This is an optimization exercise on Yosys and OpenROAD, whose aim is small area and a short achievable clock period, not a production implementation. Only simulation tests tie the RTL to the original design; equivalence was not proved. No activity file was given, so power comes from the tool's default toggle rates.

<file path="flow/flow/run.sh">
#!/bin/bash
# Standard synthesis, then the combinational logic re-mapped by ABC with a
# delay target (registers untouched), then the standard layout steps.
set -euo pipefail
W=$(pwd)
R=$W/orfs/results/$FLOW_PLATFORM/flow_switch_top/base
LIB=$FLOW_HOME/platforms/sky130hd/lib/sky130_fd_sc_hd__tt_025C_1v80.lib
DELAY=${REMAP_DELAY_PS:-2000}
bash standard.sh synth > $W/synth.log 2>&1
cp $R/1_2_yosys.v $W/std_synth.v
sed -e "s|@LIB@|$LIB|g" -e "s|@IN@|$W/std_synth.v|g" -e "s|@OUT@|$W/remap.v|g" \
    -e "s|@DELAY@|$DELAY|g" -e "s|@CONSTR@|$W/flow/abc.constr|g" -e "s|@RDSCRIPT@|$W/flow/rdcone.abc|g" flow/remap.ys.in > $W/remap.ys
yosys -s $W/remap.ys > $W/remap.log 2>&1
cp $W/remap.v $R/1_2_yosys.v
rm -f $R/1_synth.odb $R/1_synth.sdc
bash standard.sh MATCH_CELL_FOOTPRINT=0 'BUFFER_PORTS_ARGS=-buffer_cell sky130_fd_sc_hd__buf_2' finish > $W/finish.log 2>&1
</file>
<file path="flow/flow/abc.constr">
set_driving_cell sky130_fd_sc_hd__buf_1
set_load 5
</file>
<file path="flow/design.v">
package flow_switch_pkg;
	typedef struct packed {
		logic [1:0] dest;
		logic [3:0] payload;
	} word_fields_t;
	typedef union packed {
		logic [6-1:0] raw;
		word_fields_t       fields;
	} word_u;
	typedef struct packed {
		logic full;
		logic empty;
		logic almost_full;
		logic almost_empty;
		logic error;
	} fifo_status_t;
	typedef struct packed {
		logic               psel;
		logic               penable;
		logic               pwrite;
		logic [4-1:0] paddr;
		logic [8-1:0] pwdata;
	} apb_req_t;
	typedef struct packed {
		logic [8-1:0] prdata;
		logic               pready;
		logic               pslverr;
	} apb_rsp_t;
	typedef struct packed {
		logic [5-1:0] af;
		logic [5-1:0] ae;
	} thresh_t;
endpackage
`timescale 1ns/1ps
module fifo16 (
	input  logic               clk,
	input  logic               reset_L,
	input  logic               i_wr,
	input  logic [6-1:0] i_wr_data,
	input  logic               i_rd,
	output logic [6-1:0] o_head,
	output logic               o_hv,
	output logic [1:0]         o_dest,
	output logic               o_overrun
);
	logic [6-1:0] head;
	logic [6-1:0] body [16-1];
	logic [6-1:0] body_head;
	logic               hv;
	logic [7:0]         bcnt;
	logic [15:0]        bsel;
	logic               overrun;
	logic               b_empty;
	logic               full;
	logic               wr_ok;
	logic               head_ld_body;
	logic               head_ld_in;
	logic [6-1:0] head_next;
	logic [1:0]         dest_n;
	always_comb begin
		bsel[0] = !bcnt[7] && !bcnt[0];
		bsel[8] =  bcnt[7] &&  bcnt[0];
		for (int k = 1; k < 8; k++) begin
			bsel[k]     =  bcnt[k-1] && !bcnt[k];
			bsel[k + 8] = !bcnt[k-1] &&  bcnt[k];
		end
	end
	assign b_empty = bsel[0];
	assign full    = hv && bsel[15];
	assign wr_ok = i_wr && (!full || i_rd);
	always_ff @(posedge clk) begin
		if (wr_ok && hv) begin
			body[0] <= i_wr_data;
			for (int k = 1; k < 16-1; k++)
				body[k] <= body[k-1];
		end
	end
	always_comb begin
		body_head = '0;
		for (int k = 1; k < 16; k++)
			body_head = body_head | ({6{bsel[k]}} & body[k-1]);
	end
	assign head_ld_body = i_rd && !b_empty;
	assign head_ld_in   = wr_ok && (!hv || i_rd);
	assign head_next    = head_ld_body ? body_head : head_ld_in ? i_wr_data : head;
	always_ff @(posedge clk) begin
		head   <= head_next;
		dest_n <= ~head_next[6-1 -: 2];
	end
	always_ff @(posedge clk) begin
		if (!reset_L) begin
			hv      <= 1'b0;
			bcnt    <= 8'd0;
			overrun <= 1'b0;
		end else begin
			hv <= wr_ok || (hv && !(i_rd && b_empty));
			if (wr_ok && hv && !i_rd)
				bcnt <= {bcnt[6:0], !bcnt[7]};
			else if (i_rd && !b_empty && !wr_ok)
				bcnt <= {!bcnt[0], bcnt[7:1]};
			if (i_wr)
				overrun <= !wr_ok;
		end
	end
	assign o_head    = head;
	assign o_hv      = hv;
	assign o_dest    = ~dest_n;
	assign o_overrun = overrun;
endmodule
`timescale 1ns/1ps
module vc_arbiter (
	input  logic                            clk,
	input  logic                            reset_L,
	input  logic                            i_enable,
	input  logic [4-1:0]              i_in_valid,
	input  logic [4-1:0][6-1:0] i_in_head,
	input  logic [4-1:0]              i_out_af,
	input  logic [4-1:0][1:0]         i_in_dest,
	output logic [4-1:0]              o_in_pop,
	output logic [4-1:0]              o_out_wr,
	output logic [3:0]                      o_out_data
);
	logic [4-1:0] eligible;
	logic [4-1:0] last_q;
	logic [4-1:0] grant;
	logic               grant_vld;
	logic [4-1:0] xfer_wr_d;
	logic [3:0]         xfer_pl_d;
	logic [4-1:0] xfer_wr_q;
	logic [3:0]         xfer_pl_q;
	always_comb begin
		for (int i = 0; i < 4; i++)
			eligible[i] = i_enable && i_in_valid[i] &&
				!i_out_af[i_in_dest[i]];
	end
	always_comb begin
		for (int i = 0; i < 4; i++) begin
			logic [1:0] p1, p2, p3;
			p1 = 2'(i + 1);
			p2 = 2'(i + 2);
			p3 = 2'(i + 3);
			grant[i] = eligible[i] && (
				last_q[p3] ||
				(last_q[p2] && !eligible[p3]) ||
				(last_q[p1] && !eligible[p2] && !eligible[p3]) ||
				(last_q[i]  && !eligible[p1] && !eligible[p2] && !eligible[p3]));
		end
	end
	assign grant_vld = |eligible;
	always_comb begin
		xfer_wr_d = '0;
		xfer_pl_d = '0;
		for (int i = 0; i < 4; i++) begin
			if (grant[i]) begin
				xfer_wr_d[i_in_dest[i]] = 1'b1;
				xfer_pl_d = xfer_pl_d | i_in_head[i][3:0];
			end
		end
	end
	assign o_in_pop = grant;
	always_ff @(posedge clk) begin
		if (!reset_L) begin
			last_q    <= 4'b1000;
			xfer_wr_q <= '0;
		end else begin
			xfer_wr_q <= xfer_wr_d;
			if (grant_vld)
				last_q <= grant;
		end
	end
	always_ff @(posedge clk)
		xfer_pl_q <= xfer_pl_d;
	assign o_out_wr   = xfer_wr_q;
	assign o_out_data = xfer_pl_q;
endmodule
`timescale 1ns/1ps
module flow_ctrl_regs (
	input  logic               clk,
	input  logic               reset_L,
	input  logic               i_psel,
	input  logic               i_penable,
	input  logic               i_pwrite,
	input  logic [3:0]         i_paddr,
	input  logic [7:0]         i_pwdata,
	output logic [7:0]         o_prdata,
	output logic               o_pready,
	output logic               o_pslverr,
	input  logic [4-1:0] i_in_empty,
	input  logic [4-1:0] i_in_error,
	input  logic [4-1:0] i_out_empty,
	input  logic [4-1:0] i_out_error,
	output logic               o_enable,
	output logic [3:0]         o_af,
	output logic               o_af_wr,
	output logic [3:0]         o_af_wdata
);
	logic       enable_q;
	logic [3:0] af_q;
	logic [3:0] ae_q;
	logic [7:0] err_q;
	logic [7:0] err_clr;
	logic [7:0] rd_mux;
	logic       wr_en;
	logic       thr_wr;
	logic [3:0] af_wr;
	assign wr_en = i_psel && i_penable && i_pwrite;
	assign thr_wr = wr_en && i_paddr == 4'h4;
	assign af_wr  = (i_pwdata[3:0] == 4'd0) ? 4'd1 : i_pwdata[3:0];
	assign err_clr = (wr_en && i_paddr == 4'hC) ? i_pwdata : '0;
	always_ff @(posedge clk) begin
		if (!reset_L) begin
			enable_q <= 1'b0;
			af_q     <= 4'd15;
			ae_q     <= 4'd1;
			err_q    <= '0;
		end else begin
			if (wr_en && i_paddr == 4'h0)
				enable_q <= i_pwdata[0];
			if (thr_wr) begin
				af_q <= af_wr;
				ae_q <= i_pwdata[7:4];
			end
			err_q <= (err_q & ~err_clr) | {i_out_error, i_in_error};
		end
	end
	always_comb begin
		case (i_paddr)
			4'h0:    rd_mux = {7'd0, enable_q};
			4'h4:    rd_mux = {ae_q, af_q};
			4'h8:    rd_mux = {i_in_empty, i_out_empty};
			4'hC:    rd_mux = err_q;
			default: rd_mux = '0;
		endcase
	end
	assign o_prdata  = (i_psel && !i_pwrite) ? rd_mux : '0;
	assign o_pready  = 1'b1;
	assign o_pslverr = i_psel && i_penable && (i_paddr[1:0] != 2'b00);
	assign o_enable = enable_q;
	assign o_af      = af_q;
	assign o_af_wr    = thr_wr;
	assign o_af_wdata = af_wr;
endmodule
`timescale 1ns/1ps
module flow_switch_top (
	input  logic                        clk,
	input  logic                        reset_L,
	input  logic                        i_psel,
	input  logic                        i_penable,
	input  logic                        i_pwrite,
	input  logic [4-1:0]          i_paddr,
	input  logic [8-1:0]          i_pwdata,
	output logic [8-1:0]          o_prdata,
	output logic                        o_pready,
	output logic                        o_pslverr,
	input  logic [4-1:0]          i_push,
	input  logic [4*6-1:0]  i_in_data,
	input  logic [4-1:0]          i_pop,
	output logic [4*6-1:0]  o_out_data,
	output logic [4-1:0]          o_out_empty
);
	logic [4-1:0]              in_empty;
	logic [4-1:0]              in_error;
	logic [4-1:0][6-1:0] in_head;
	logic [4-1:0][1:0]         in_dest;
	logic [4-1:0]              in_pop;
	logic [4-1:0]              out_empty;
	logic [4-1:0]              out_af;
	logic [4-1:0]              out_error;
	logic [4-1:0]              out_wr;
	logic [3:0]                      xfer_data;
	logic                            enable;
	logic [3:0]                      af;
	logic                            af_wr;
	logic [3:0]                      af_wdata;
	for (genvar g = 0; g < 4; g++) begin : g_ch
		logic [3:0] out_head;
		logic       in_hv;
		fifo16 u_in_fifo (
			.clk        (clk),
			.reset_L    (reset_L),
			.i_wr       (i_push[g]),
			.i_wr_data  (i_in_data[g*6 +: 6]),
			.i_rd       (in_pop[g]),
			.o_head     (in_head[g]),
			.o_hv       (in_hv),
			.o_dest     (in_dest[g]),
			.o_overrun  (in_error[g])
		);
		fifo16_out u_out_fifo (
			.clk        (clk),
			.reset_L    (reset_L),
			.i_wr       (out_wr[g]),
			.i_wr_data  (xfer_data),
			.i_rd       (i_pop[g]),
			.i_af       (af),
			.i_af_wr    (af_wr),
			.i_af_wdata (af_wdata),
			.o_head     (out_head),
			.o_empty    (out_empty[g]),
			.o_af       (out_af[g]),
			.o_underrun (out_error[g])
		);
		assign in_empty[g] = !in_hv;
		assign o_out_data[g*6 +: 6] = i_pop[g] ? {2'(g), out_head} : '0;
		assign o_out_empty[g] = out_empty[g];
	end
	vc_arbiter u_arbiter (
		.clk        (clk),
		.reset_L    (reset_L),
		.i_enable   (enable),
		.i_in_valid (~in_empty),
		.i_in_head  (in_head),
		.i_out_af   (out_af),
		.i_in_dest  (in_dest),
		.o_in_pop   (in_pop),
		.o_out_wr   (out_wr),
		.o_out_data (xfer_data)
	);
	flow_ctrl_regs u_regs (
		.clk         (clk),
		.reset_L     (reset_L),
		.i_psel      (i_psel),
		.i_penable   (i_penable),
		.i_pwrite    (i_pwrite),
		.i_paddr     (i_paddr),
		.i_pwdata    (i_pwdata),
		.o_prdata    (o_prdata),
		.o_pready    (o_pready),
		.o_pslverr   (o_pslverr),
		.i_in_empty  (in_empty),
		.i_in_error  (in_error),
		.i_out_empty (out_empty),
		.i_out_error (out_error),
		.o_enable    (enable),
		.o_af        (af),
		.o_af_wr     (af_wr),
		.o_af_wdata  (af_wdata)
	);
endmodule
module fifo16_out (
	input  logic       clk,
	input  logic       reset_L,
	input  logic       i_wr,
	input  logic [3:0] i_wr_data,
	input  logic       i_rd,
	input  logic [3:0] i_af,
	input  logic       i_af_wr,
	input  logic [3:0] i_af_wdata,
	output logic [3:0] o_head,
	output logic       o_empty,
	output logic       o_af,
	output logic       o_underrun
);
	logic [3:0] head;
	logic [3:0] body [16-1];
	logic [4:0] fill;
	logic [4:0] fill_next;
	logic [3:0] bidx;
	logic       empty;
	logic       af;
	logic       underrun;
	logic       b_empty;
	logic       rd_ok;
	logic       up;
	logic       dn;
	logic [3:0] af_next;
	assign b_empty = (fill[4:1] == 4'd0);
	assign rd_ok   = i_rd && !empty;
	assign up      = i_wr && !rd_ok;
	assign dn      = rd_ok && !i_wr;
	assign bidx    = 4'(fill - 5'd2);
	always_ff @(posedge clk) begin
		if (i_wr && !empty) begin
			body[0] <= i_wr_data;
			for (int k = 1; k < 16-1; k++)
				body[k] <= body[k-1];
		end
	end
	always_ff @(posedge clk) begin
		if (rd_ok && !b_empty)
			head <= body[bidx];
		else if (i_wr && (empty || rd_ok))
			head <= i_wr_data;
	end
	assign fill_next = up ? fill + 5'd1 : dn ? fill - 5'd1 : fill;
	assign af_next = i_af_wr ? i_af_wdata : i_af;
	always_ff @(posedge clk) begin
		if (!reset_L) begin
			fill     <= 5'd0;
			empty    <= 1'b1;
			af       <= 1'b0;
			underrun <= 1'b0;
		end else begin
			fill  <= fill_next;
			empty <= (fill_next == 5'd0);
			af    <= (fill_next >= {1'b0, af_next});
			if (i_rd)
				underrun <= empty;
		end
	end
	assign o_head     = head;
	assign o_empty    = empty;
	assign o_af       = af;
	assign o_underrun = underrun;
endmodule
</file>
<file path="flow/constraint.sdc">
create_clock -name core_clock -period 5.0 [get_ports {clk}]
set_input_delay 1.0000 -clock core_clock [delete_from_list [all_inputs] [get_ports {clk}]]
set_output_delay 1.0000 -clock core_clock [all_outputs]
set_load 0.01 [all_outputs]
</file>
<file path="flow/config.mk">
export PLATFORM = sky130hd
export DESIGN_NAME = flow_switch_top
export DESIGN_NICKNAME = flow_switch_top
export VERILOG_FILES = /design/flow/design.v
export SDC_FILE = /design/flow/constraint.sdc
export NUM_CORES = 4
export LEC_CHECK = 0
export CAP_MARGIN = 20
export CORE_MARGIN = 2
export CORE_UTILIZATION = 45
export CTS_BUF_LIST = sky130_fd_sc_hd__clkbuf_8
export CTS_CLUSTER_DIAMETER = 50
export CTS_CLUSTER_SIZE = 16
export PLACE_DENSITY = 0.6
export SETUP_SLACK_MARGIN = 2.2
export SLEW_MARGIN = 20
</file>
<file path="flow/flow/remap.ys.in">
# Re-map the combinational logic of the standard synthesis, delay first.
# Registers stay the instances the standard synthesis made.
read_liberty -ignore_miss_func @LIB@
read_verilog @IN@
hierarchy -top flow_switch_top
setattr -mod -set keep_hierarchy 1 sky130_fd_sc_hd__dfbbn_1 sky130_fd_sc_hd__dfbbn_2 sky130_fd_sc_hd__dfbbp_1 sky130_fd_sc_hd__dfrbp_1 sky130_fd_sc_hd__dfrbp_2 sky130_fd_sc_hd__dfrtn_1 sky130_fd_sc_hd__dfrtp_1 sky130_fd_sc_hd__dfrtp_2 sky130_fd_sc_hd__dfrtp_4 sky130_fd_sc_hd__dfsbp_1 sky130_fd_sc_hd__dfsbp_2 sky130_fd_sc_hd__dfstp_1 sky130_fd_sc_hd__dfstp_2 sky130_fd_sc_hd__dfstp_4 sky130_fd_sc_hd__dfxbp_1 sky130_fd_sc_hd__dfxbp_2 sky130_fd_sc_hd__dfxtp_1 sky130_fd_sc_hd__dfxtp_2 sky130_fd_sc_hd__dfxtp_4 sky130_fd_sc_hd__dlclkp_1 sky130_fd_sc_hd__dlclkp_2 sky130_fd_sc_hd__dlclkp_4 sky130_fd_sc_hd__dlrbn_1 sky130_fd_sc_hd__dlrbn_2 sky130_fd_sc_hd__dlrbp_1 sky130_fd_sc_hd__dlrbp_2 sky130_fd_sc_hd__dlrtn_1 sky130_fd_sc_hd__dlrtn_2 sky130_fd_sc_hd__dlrtn_4 sky130_fd_sc_hd__dlrtp_1 sky130_fd_sc_hd__dlrtp_2 sky130_fd_sc_hd__dlrtp_4 sky130_fd_sc_hd__dlxbn_1 sky130_fd_sc_hd__dlxbn_2 sky130_fd_sc_hd__dlxbp_1 sky130_fd_sc_hd__dlxtn_1 sky130_fd_sc_hd__dlxtn_2 sky130_fd_sc_hd__dlxtn_4 sky130_fd_sc_hd__dlxtp_1 sky130_fd_sc_hd__edfxbp_1 sky130_fd_sc_hd__edfxtp_1 sky130_fd_sc_hd__lpflow_inputisolatch_1 sky130_fd_sc_hd__sdfbbn_1 sky130_fd_sc_hd__sdfbbn_2 sky130_fd_sc_hd__sdfbbp_1 sky130_fd_sc_hd__sdfrbp_1 sky130_fd_sc_hd__sdfrbp_2 sky130_fd_sc_hd__sdfrtn_1 sky130_fd_sc_hd__sdfrtp_1 sky130_fd_sc_hd__sdfrtp_2 sky130_fd_sc_hd__sdfrtp_4 sky130_fd_sc_hd__sdfsbp_1 sky130_fd_sc_hd__sdfsbp_2 sky130_fd_sc_hd__sdfstp_1 sky130_fd_sc_hd__sdfstp_2 sky130_fd_sc_hd__sdfstp_4 sky130_fd_sc_hd__sdfxbp_1 sky130_fd_sc_hd__sdfxbp_2 sky130_fd_sc_hd__sdfxtp_1 sky130_fd_sc_hd__sdfxtp_2 sky130_fd_sc_hd__sdfxtp_4 sky130_fd_sc_hd__sdlclkp_1 sky130_fd_sc_hd__sdlclkp_2 sky130_fd_sc_hd__sdlclkp_4 sky130_fd_sc_hd__sedfxbp_1 sky130_fd_sc_hd__sedfxbp_2 sky130_fd_sc_hd__sedfxtp_1 sky130_fd_sc_hd__sedfxtp_2 sky130_fd_sc_hd__sedfxtp_4
setattr -set keep 1 t:sky130_fd_sc_hd__df* t:sky130_fd_sc_hd__edf* t:sky130_fd_sc_hd__sdf* t:sky130_fd_sc_hd__dl*
flatten
opt_clean
# The APB read-data cone first, for delay alone: ABC cannot see that its
# inputs arrive late and its outputs are due early
select -set rdcone o:o_prdata o:o_pslverr %u %ci*:-sky130_fd_sc_hd__dfxtp_1[Q,D]:-sky130_fd_sc_hd__edfxtp_1[Q,D,DE]
abc -constr @CONSTR@ -script @RDSCRIPT@ -liberty @LIB@ -dont_use sky130_fd_sc_hd__probe_p_8 -dont_use sky130_fd_sc_hd__probec_p_8 -dont_use sky130_fd_sc_hd__lpflow_bleeder_1 -dont_use sky130_fd_sc_hd__lpflow_clkbufkapwr_1 -dont_use sky130_fd_sc_hd__lpflow_clkbufkapwr_16 -dont_use sky130_fd_sc_hd__lpflow_clkbufkapwr_2 -dont_use sky130_fd_sc_hd__lpflow_clkbufkapwr_4 -dont_use sky130_fd_sc_hd__lpflow_clkbufkapwr_8 -dont_use sky130_fd_sc_hd__lpflow_clkinvkapwr_1 -dont_use sky130_fd_sc_hd__lpflow_clkinvkapwr_16 -dont_use sky130_fd_sc_hd__lpflow_clkinvkapwr_2 -dont_use sky130_fd_sc_hd__lpflow_clkinvkapwr_4 -dont_use sky130_fd_sc_hd__lpflow_clkinvkapwr_8 -dont_use sky130_fd_sc_hd__lpflow_decapkapwr_12 -dont_use sky130_fd_sc_hd__lpflow_decapkapwr_3 -dont_use sky130_fd_sc_hd__lpflow_decapkapwr_4 -dont_use sky130_fd_sc_hd__lpflow_decapkapwr_6 -dont_use sky130_fd_sc_hd__lpflow_decapkapwr_8 -dont_use sky130_fd_sc_hd__lpflow_inputiso0n_1 -dont_use sky130_fd_sc_hd__lpflow_inputiso0p_1 -dont_use sky130_fd_sc_hd__lpflow_inputiso1n_1 -dont_use sky130_fd_sc_hd__lpflow_inputiso1p_1 -dont_use sky130_fd_sc_hd__lpflow_inputisolatch_1 -dont_use sky130_fd_sc_hd__lpflow_isobufsrc_1 -dont_use sky130_fd_sc_hd__lpflow_isobufsrc_16 -dont_use sky130_fd_sc_hd__lpflow_isobufsrc_2 -dont_use sky130_fd_sc_hd__lpflow_isobufsrc_4 -dont_use sky130_fd_sc_hd__lpflow_isobufsrc_8 -dont_use sky130_fd_sc_hd__lpflow_isobufsrckapwr_16 -dont_use sky130_fd_sc_hd__lpflow_lsbuf_lh_hl_isowell_tap_1 -dont_use sky130_fd_sc_hd__lpflow_lsbuf_lh_hl_isowell_tap_2 -dont_use sky130_fd_sc_hd__lpflow_lsbuf_lh_hl_isowell_tap_4 -dont_use sky130_fd_sc_hd__lpflow_lsbuf_lh_isowell_4 -dont_use sky130_fd_sc_hd__lpflow_lsbuf_lh_isowell_tap_1 -dont_use sky130_fd_sc_hd__lpflow_lsbuf_lh_isowell_tap_2 -dont_use sky130_fd_sc_hd__lpflow_lsbuf_lh_isowell_tap_4 -dont_use sky130_fd_sc_hd__fill_1 -dont_use sky130_fd_sc_hd__fill_2 -dont_use sky130_fd_sc_hd__fill_4 -dont_use sky130_fd_sc_hd__fill_8  @rdcone
select -clear
abc -D @DELAY@ -dont_use sky130_fd_sc_hd__and2_0 -dont_use sky130_fd_sc_hd__and2_1 -dont_use sky130_fd_sc_hd__and2_2 -dont_use sky130_fd_sc_hd__and2_4 -dont_use sky130_fd_sc_hd__and2b_1 -dont_use sky130_fd_sc_hd__and2b_2 -dont_use sky130_fd_sc_hd__and2b_4 -dont_use sky130_fd_sc_hd__and3_1 -dont_use sky130_fd_sc_hd__and3_2 -dont_use sky130_fd_sc_hd__and3_4 -dont_use sky130_fd_sc_hd__and3b_1 -dont_use sky130_fd_sc_hd__and3b_2 -dont_use sky130_fd_sc_hd__and3b_4 -dont_use sky130_fd_sc_hd__and4_1 -dont_use sky130_fd_sc_hd__and4_2 -dont_use sky130_fd_sc_hd__and4_4 -dont_use sky130_fd_sc_hd__and4b_1 -dont_use sky130_fd_sc_hd__and4b_2 -dont_use sky130_fd_sc_hd__and4b_4 -dont_use sky130_fd_sc_hd__and4bb_1 -dont_use sky130_fd_sc_hd__and4bb_2 -dont_use sky130_fd_sc_hd__and4bb_4 -dont_use sky130_fd_sc_hd__or2_0 -dont_use sky130_fd_sc_hd__or2_1 -dont_use sky130_fd_sc_hd__or2_2 -dont_use sky130_fd_sc_hd__or2_4 -dont_use sky130_fd_sc_hd__or2b_1 -dont_use sky130_fd_sc_hd__or2b_2 -dont_use sky130_fd_sc_hd__or2b_4 -dont_use sky130_fd_sc_hd__or3_1 -dont_use sky130_fd_sc_hd__or3_2 -dont_use sky130_fd_sc_hd__or3_4 -dont_use sky130_fd_sc_hd__or3b_1 -dont_use sky130_fd_sc_hd__or3b_2 -dont_use sky130_fd_sc_hd__or3b_4 -dont_use sky130_fd_sc_hd__or4_1 -dont_use sky130_fd_sc_hd__or4_2 -dont_use sky130_fd_sc_hd__or4_4 -dont_use sky130_fd_sc_hd__or4b_1 -dont_use sky130_fd_sc_hd__or4b_2 -dont_use sky130_fd_sc_hd__or4b_4 -dont_use sky130_fd_sc_hd__or4bb_1 -dont_use sky130_fd_sc_hd__or4bb_2 -dont_use sky130_fd_sc_hd__or4bb_4  -liberty @LIB@ -dont_use sky130_fd_sc_hd__probe_p_8 -dont_use sky130_fd_sc_hd__probec_p_8 -dont_use sky130_fd_sc_hd__lpflow_bleeder_1 -dont_use sky130_fd_sc_hd__lpflow_clkbufkapwr_1 -dont_use sky130_fd_sc_hd__lpflow_clkbufkapwr_16 -dont_use sky130_fd_sc_hd__lpflow_clkbufkapwr_2 -dont_use sky130_fd_sc_hd__lpflow_clkbufkapwr_4 -dont_use sky130_fd_sc_hd__lpflow_clkbufkapwr_8 -dont_use sky130_fd_sc_hd__lpflow_clkinvkapwr_1 -dont_use sky130_fd_sc_hd__lpflow_clkinvkapwr_16 -dont_use sky130_fd_sc_hd__lpflow_clkinvkapwr_2 -dont_use sky130_fd_sc_hd__lpflow_clkinvkapwr_4 -dont_use sky130_fd_sc_hd__lpflow_clkinvkapwr_8 -dont_use sky130_fd_sc_hd__lpflow_decapkapwr_12 -dont_use sky130_fd_sc_hd__lpflow_decapkapwr_3 -dont_use sky130_fd_sc_hd__lpflow_decapkapwr_4 -dont_use sky130_fd_sc_hd__lpflow_decapkapwr_6 -dont_use sky130_fd_sc_hd__lpflow_decapkapwr_8 -dont_use sky130_fd_sc_hd__lpflow_inputiso0n_1 -dont_use sky130_fd_sc_hd__lpflow_inputiso0p_1 -dont_use sky130_fd_sc_hd__lpflow_inputiso1n_1 -dont_use sky130_fd_sc_hd__lpflow_inputiso1p_1 -dont_use sky130_fd_sc_hd__lpflow_inputisolatch_1 -dont_use sky130_fd_sc_hd__lpflow_isobufsrc_1 -dont_use sky130_fd_sc_hd__lpflow_isobufsrc_16 -dont_use sky130_fd_sc_hd__lpflow_isobufsrc_2 -dont_use sky130_fd_sc_hd__lpflow_isobufsrc_4 -dont_use sky130_fd_sc_hd__lpflow_isobufsrc_8 -dont_use sky130_fd_sc_hd__lpflow_isobufsrckapwr_16 -dont_use sky130_fd_sc_hd__lpflow_lsbuf_lh_hl_isowell_tap_1 -dont_use sky130_fd_sc_hd__lpflow_lsbuf_lh_hl_isowell_tap_2 -dont_use sky130_fd_sc_hd__lpflow_lsbuf_lh_hl_isowell_tap_4 -dont_use sky130_fd_sc_hd__lpflow_lsbuf_lh_isowell_4 -dont_use sky130_fd_sc_hd__lpflow_lsbuf_lh_isowell_tap_1 -dont_use sky130_fd_sc_hd__lpflow_lsbuf_lh_isowell_tap_2 -dont_use sky130_fd_sc_hd__lpflow_lsbuf_lh_isowell_tap_4 -dont_use sky130_fd_sc_hd__fill_1 -dont_use sky130_fd_sc_hd__fill_2 -dont_use sky130_fd_sc_hd__fill_4 -dont_use sky130_fd_sc_hd__fill_8 
opt_clean -purge
splitnets
opt_clean -purge
hilomap -singleton -hicell sky130_fd_sc_hd__conb_1 HI -locell sky130_fd_sc_hd__conb_1 LO
insbuf -buf sky130_fd_sc_hd__buf_4 A X
rename -hide w:* i:* o:* %u %d
select flow_switch_top
stat -liberty @LIB@
write_verilog -noattr -nohex -nodec -selected @OUT@
</file>
<file path="flow/flow/rdcone.abc">
strash
dch
map -D 100
buffer
upsize -D 100
</file>
<file path="flow/standard.sh">
#!/bin/bash
# synth_recipe.tcl (not shown) runs the flow's synth.tcl, then flattens the netlist and writes it again
# the make line also repeats each setting of config.mk as NAME=value (left out here)
make -C /OpenROAD-flow-scripts/flow DESIGN_CONFIG=/design/flow/config.mk WORK_HOME=/design/flow/orfs CLKGATE_MAP_FILE= SYNTH_SCRIPT=/design/flow/synth_recipe.tcl "${@:-finish}"
</file>
==> results by group, run 1 <==
Clock tree
  – H-tree Lvls: 3
  – CTS tree: yes
  – Root Driver: clkbuf_8
  – Clock latency on the worst-skew pair: between 600 and 700 ps
  – Clk pin slew, worst setup/hold paths: 100 ps
  – Max Root-Sink Buffers: 3
  – Clock sink total: about 750
  – CTS buffer count: 78

Routing
  – Iteration-0 DRC Markers: 2,269
  – WL per Instance: 22.32 um
  – Vias per cell: 5.969
  – First-pass iteration count of the detailed router: 6
  – DRC errors left: 0
  – Routed vias: between 15k and 20k
  – Final wirelength: slightly above 70,000 um
  – Final ANT Viol Nets: 0

Timing
  – Clock skew: roughly 44 ps
  – Least-Margin Pin Slew: between 1000 and 1500 ps
  – Final period util: a little under three fifths
  – Max Slew Vio Count: 0
  – RSZ-0062 raised after global routing: yes
  – Final setup fails: 0
  – Fin crit period: about 2800 ps
  – Fmax: 353.8 MHz
  – Final hold vios: 0
  – Rel. slew slack: between 20% and 30%
  – Final setup TNS: 0 ps

Setup path
  – Critical Path AT: 1830 ps
  – CP max stage delay: approximately 230 ps
  – Crit-path cells: buf_6 -> nor2_4 -> nand3b_4 -> a21oi_1 -> buf_2
  – Crit path launch type: input port
  – Endpoint type of the worst setup path: output pin
  – Critical Path Fanout Max: 8
  – Kind of critical path: in2out
  – Worst EP required: ~4000 ps
  – Critical-path top delay cell: nor2_4
  – Largest delay contributor family on the critical path: simple AND/OR/NAND/NOR gates
  – Buf/Inv on CP: 2

Power and ir drop
  – Peak VDD IR: around 210 uV
  – PwrDens: between 400 and 500 nW/um2
  – Leak Pwr: roughly 0.011 uW

Global routing
  – GRT Total Usage: 20.47%
  – Vias in the first global route: about 18k
  – GRT overflow: 0
  – Global-route wire length before repair: approximately 110,000 um
  – Largest net degree at the start of global routing: between 90 and 100
  – Antenna violations before repair: 4

Yosys
  – Post-synthesis cell area: 29,300 um2
  – Ys Warns: 6
  – Syn avg cell area: roughly 14 um2
  – Synthesized instance count: around 2.1k

Run
  – Max Cap Viol: 0

Finish
  – P&R area growth vs syn: 12.81%
  – Number of nets in the layout: approximately 2.3k
  – Layout Cells excl Fill: roughly 3.2k
  – # fillers: ~5.5k
  – Share of post-route cells with drive strength above 1: between 10% and 20%

Place
  – Routability cong.: roughly 0.9
  – Cell count after placement: 3,005
  – Dpl hpwl: around 45,000 um
  – Port Buffers: 81

Worst hold path
  – Hold Crit Class: reg2reg

Run status
  – Outcome: finished clean

Die
  – Core area: approximately 64,000 um2
  – Full die area: roughly 67,000 um2
  – Initial core utilization: between 40% and 50%
  – Num ports: between 80 and 90
  – Die height: approximately 260 um
  – Rows: 93
  – Die width: ~260 um
-- sequential cells by signal (all words and copies together), names as in the netlist, 8 cells and up --
register and cells:
g_ch.u_in_fifo.body 360, g_ch.u_out_fifo.head 16, g_ch.u_out_fifo.fill 20, g_ch.u_in_fifo.head 24, u_regs.err_q 8, g_ch.u_in_fifo.bcnt 32
g_ch.u_in_fifo.dest_n 8, g_ch.u_out_fifo.body 240
-- routing by layer --
layer | up-vias | part of all wire, % | global-route usage, %
met2 | 843 | 45 | 30.82
li1 | 8594 | - | -
met3 | 130 | 7.8 | 3.847
met4 | 0 | 2.9 | 7.822
met5 | - | 0 | 0
met1 | 9278 | 45 | 29.61
-- path summary, 6_finish.rpt --
check | endpoint | cells after the start | start | slack, ps
max | o_prdata[3] | 5 | i_paddr[0] | 2170
min | g_ch[3].u_in_fifo.body[11][3]$_DFFE_PN_ | 0 | g_ch[3].u_in_fifo.body[10][3]$_DFFE_PN_ | 430
max reg2reg | g_ch[2].u_in_fifo.body[7][2]$_DFFE_PN_ | 7 | g_ch[3].u_in_fifo.dest_n[1]$_DFF_P_ | 2300
min reg2reg | g_ch[3].u_in_fifo.body[11][3]$_DFFE_PN_ | 0 | g_ch[3].u_in_fifo.body[10][3]$_DFFE_PN_ | 430
-- cell usage in the layout (no fill, tap or decap), types with 14 or more instances in the layout --
cell type	instances
mux2i_1	29
a31oi_1	27
nor2_1	136
nand2b_1	14
inv_6	15
a22oi_1	92
a22o_1	25
edfxtp_1	632
nand2_1	165
o21ai_0	98
buf_4	24
clkinv_1	73
a21oi_1	107
dfxtp_1	108
o22ai_1	23
xnor2_1	18
nor3_1	24
nand4_1	25
nor2b_1	63
clkbuf_8	81
a222oi_1	46
a211oi_1	19
buf_2	77
a221oi_1	29
a32oi_1	21
nand3_1	54
o211ai_1	19
-- layout make-up --
type / count / area, um2 / share of cell area (%)
Clock inverter: 58 / 593.1 / 1.795
Inverter: 79 / 299.0 / 0.9049
Clock buffer: 81 / 1115 / 3.373
Sequential cell: 749 / 21330 / 64.55
Timing Repair Buffer: 109 / 690.7 / 2.090
Multi-Input combinational cell: 1223 / 7941 / 24.03
Antenna cell: 3 / 7.507 / 0.02272
Tap cell: 855 / 1070 / 3.237
-- stage by stage --
stage                     instance area (um2)  worst slack, ps  power, uW  hold WS, ps  util [%]
after global routing                    33050             2111      14620        434.4     51.26
after floorplan                         29410             1639       8948        408.1         -
after CTS                               32830             2197      14070        409.1     50.92
after global placement                  30920             1558       9699        425.4     47.97
final                                   33050             2173      14030        427.4     51.27
after detailed placement                30930             1752       9712        427.5     47.98
-- report_power, final --
part / internal [uW] / switching, uW
Clock: 1910 / 2450
Combinational: 826 / 1420
Sequential: 7030 / 392
Total: 9770 / 4260
-- what timing repair did --
| item | in CTS | in global routing |
|---|---|---|
| hold endpoints to repair | 0 | 0 |
| setup buffers | 2 | 8 |
| gates resized for setup | 48 | 36 |
| pin swaps | 4 | 11 |
| hold buffers | 0 | 0 |
| endpoints found under the setup margin | 346 | 395 |
==> inputs of run 2 (changes only) <==
--- a/flow/config.mk
+++ b/flow/config.mk
@@ -12,5 +12,5 @@
 export CTS_CLUSTER_DIAMETER = 50
 export CTS_CLUSTER_SIZE = 16
 export PLACE_DENSITY = 0.6
-export SETUP_SLACK_MARGIN = 2.2
+export SETUP_SLACK_MARGIN = 2.3
 export SLEW_MARGIN = 20
==> results by group, run 2 <==
Clock tree
  – Clock latency on the worst-skew pair: approximately 680 ps
  – H-tree Lvls: 3
  – Clk pin slew, worst setup/hold paths: 100 ps
  – Root Driver: clkbuf_8
  – CTS tree: yes
  – Max Root-Sink Buffers: 3
  – Hold buffers post-CTS: 0
  – CTS buffer count: between 70 and 80
  – Clock sink total: approximately 750

Finish
  – Max reg flops: 360
  – Most common cell after layout, fill and taps aside: edfxtp_1
  – Share of post-route cells with drive strength above 1: between 10% and 20%
  – Top reg by flops: g_ch.u_in_fifo.body
  – Layout Cells excl Fill: between 3k and 4k
  – Number of nets in the layout: about 2.3k
  – Top Registers: g_ch.u_in_fifo.body: 360 flops, g_ch.u_out_fifo.body: 240 flops, g_ch.u_in_fifo.bcnt: 32 flops
  – Most frequent cells in the layout: 632 x edfxtp_1, 163 x nand2_1, 135 x nor2_1
  – P&R area growth vs syn: 13.92%

Die
  – Full die area: between 60,000 and 70,000 um2
  – Num ports: between 80 and 90
  – Die width: about 260 um
  – Core area: 64,460 um2
  – Initial core utilization: 45.44%
  – Die height: approximately 260 um
  – Rows: between 90 and 100

Setup path
  – Stages on worst setup path: 8
  – Crit-path cells: mux4_2 -> nand3b_1 -> o21ai_1 -> nor2b_4 -> o21a_1 -> nor2_1 -> clkinv_1 -> o221a_1
  – Critical-path top delay cell: mux4_2
  – Buf/Inv on CP: 1
  – Reg2Reg Depth: 8
  – Kind of critical path: reg2reg
  – Worst EP required: ~5600 ps
  – Endpoint type of the worst setup path: flop
  – CP max stage delay: 540 ps
  – Largest delay contributor family on the critical path: compound AO/OA/AOI/OAI gates
  – Reg-to-reg startpoint: g_ch[1].u_in_fifo.dest_n[0]$_DFF_P_
  – Crit path launch type: flop
  – Critical Path AT: 3360 ps
  – Crit path from: g_ch[1].u_in_fifo.dest_n[0]$_DFF_P_
  – Setup crit end: g_ch[2].u_in_fifo.head[5]$_DFF_P_
  – RR Endpoint: g_ch[2].u_in_fifo.head[5]$_DFF_P_
  – Setup slack, reg-to-reg: around 2200 ps
  – Critical Path Fanout Max: 10

Run status
  – Outcome: finished clean

Global routing
  – Vias in the first global route: 18.68k
  – GR Util met2: 32.57%
  – M1 GR Usage: between 20% and 30%
  – Busiest layer in global routing: met2
  – GRT Total Usage: 20.78%
  – Met3 usage in global routing: 3.583%
  – GRT overflow: 0
  – Antenna violations before repair: 6
  – Largest net degree at the start of global routing: 91
  – Global-route wire length before repair: about 110,000 um

Yosys
  – Synthesized instance count: 2,063
  – Post-synthesis cell area: between 20,000 and 30,000 um2
  – Ys Warns: 6
  – Syn avg cell area: about 14 um2

Power and ir drop
  – Peak VDD IR: around 210 uV
  – PwrDens: ~420 nW/um2
  – Leak Pwr: approximately 0.011 uW

Routing
  – Final wirelength: between 70,000 and 80,000 um
  – First-pass iteration count of the detailed router: 8
  – Final ANT Viol Nets: 0
  – Iteration-0 DRC Markers: approximately 2.3k
  – WL per Instance: around 22 um
  – Routed vias: between 15k and 20k
  – DRC errors left: 0
  – Vias per cell: roughly 6.0

Timing
  – RSZ-0062 raised after global routing: yes
  – Final period util: ~56%
  – Final setup fails: 0
  – Fin crit period: roughly 2800 ps
  – Max Slew Vio Count: 0
  – Least-Margin Pin Slew: around 1200 ps
  – Fmax: ~360 MHz
  – Rel. slew slack: 21.70%
  – Final setup margin: 2225 ps
  – Final hold vios: 0
  – Clock skew: 29.76 ps
  – Final setup TNS: 0 ps

Worst hold path
  – Hold Crit Class: reg2reg

Place
  – Port Buffers: 81
  – Routability cong.: roughly 0.9
  – Pre-CTS setup slack: 1632 ps
  – Cell count after placement: ~3.0k
  – Dpl hpwl: approximately 45,000 um

Run
  – Max Cap Viol: 0
-- run 2: layout make-up --
class	count	area, um2
inverter	79	304.0
sequential	749	21340
clock inverter	54	556.8
tap	855	1070
timing repair buffer	132	963.4
clock buffer	80	1101
antenna	3	7.507
fill	5442	31090
multi-input combinational	1223	8029
-- run 2: repair_timing --
item | 4_1_cts | 5_1_grt
setup buffers | 6 | 18
endpoints found under the setup margin | 434 | 454
cloned | 2 | 3
pin swaps | 15 | 13
gates resized for setup | 73 | 49
-- run 2: worst min-delay path by stage --
stage / slack [ps] / startpoint / endpoint / cells past startpoint
floorplan: 410 / g_ch[3].u_in_fifo.head[0]$_DFFE_PP_ / u_arbiter.xfer_pl_q[0]$_DFF_P_ / 2
global placement: 430 / g_ch[3].u_out_fifo.body[13][1]$_DFFE_PP_ / g_ch[3].u_out_fifo.body[14][1]$_DFFE_PP_ / 0
detailed placement: 430 / g_ch[2].u_out_fifo.body[12][0]$_DFFE_PP_ / g_ch[2].u_out_fifo.body[13][0]$_DFFE_PP_ / 0
CTS: 430 / g_ch[3].u_in_fifo.body[3][1]$_DFFE_PN_ / g_ch[3].u_in_fifo.body[4][1]$_DFFE_PN_ / 0
global route: 440 / g_ch[3].u_in_fifo.body[3][1]$_DFFE_PN_ / g_ch[3].u_in_fifo.body[4][1]$_DFFE_PN_ / 0
finish: 450 / g_ch[3].u_in_fifo.body[3][1]$_DFFE_PN_ / g_ch[3].u_in_fifo.body[4][1]$_DFFE_PN_ / 0
-- run 2: metal layers --
metal | routed length [um] | up-vias
met5 | 45 | -
met2 | 32970 | 798
met3 | 5232 | 146
li1 | - | 8635
met4 | 1851 | 6
met1 | 31140 | 9475
-- run 2: stage by stage --
stage | hold WS (ps) | utilization, % | power, uW | instance area [um2]
3_3_place_gp | 425.5 | 48.04 | 9700 | 30970
4_1_cts | 434.5 | 51.17 | 13980 | 32980
2_1_floorplan | 408.1 | - | 8950 | 29440
3_5_place_dp | 426.6 | 48.07 | 9726 | 30990
6_report | 447.4 | 51.77 | 13940 | 33370
5_1_grt | 444.9 | 51.77 | 14550 | 33370
-- run 2: report_power, final --
group / switching [uW] / internal, uW
Sequential: 388 / 7030
Clock: 2340 / 1910
Combinational: 1430 / 853
Total: 4150 / 9790

==> separate check: timing with driven ports <==
The flow's constraints put no driver on any port. The routed layouts listed below were extracted and timed again, unchanged, in two steps. Step 1 (the two cells are an assumption about what drives the block):
set clk [get_ports {clk}]
set_driving_cell -lib_cell sky130_fd_sc_hd__clkbuf_16 $clk
set_driving_cell -lib_cell sky130_fd_sc_hd__buf_2 [delete_from_list [all_inputs] $clk]
Step 2 also shifts input and output timing later by t, the mid clock arrival at the registers, as if the neighbouring blocks saw the same clock. a / b / c = ideal ports / drivers / drivers and shift; a / b = the first two.
run | t, ns | slack for setup (ns) | hold slack, ns
run 1 | 0.729 | 2.173 / 2.120 / 1.755 | 0.427 / 0.427 / 0.427
run 2 | 0.730 | 2.225 / 2.162 / 1.739 | 0.447 / 0.447 / 0.447
After both steps every run listed still meets setup and hold. For run 2, which loses most, drivers alone change the setup slack by -0.063 ns; drivers and shift together by -0.486 ns.
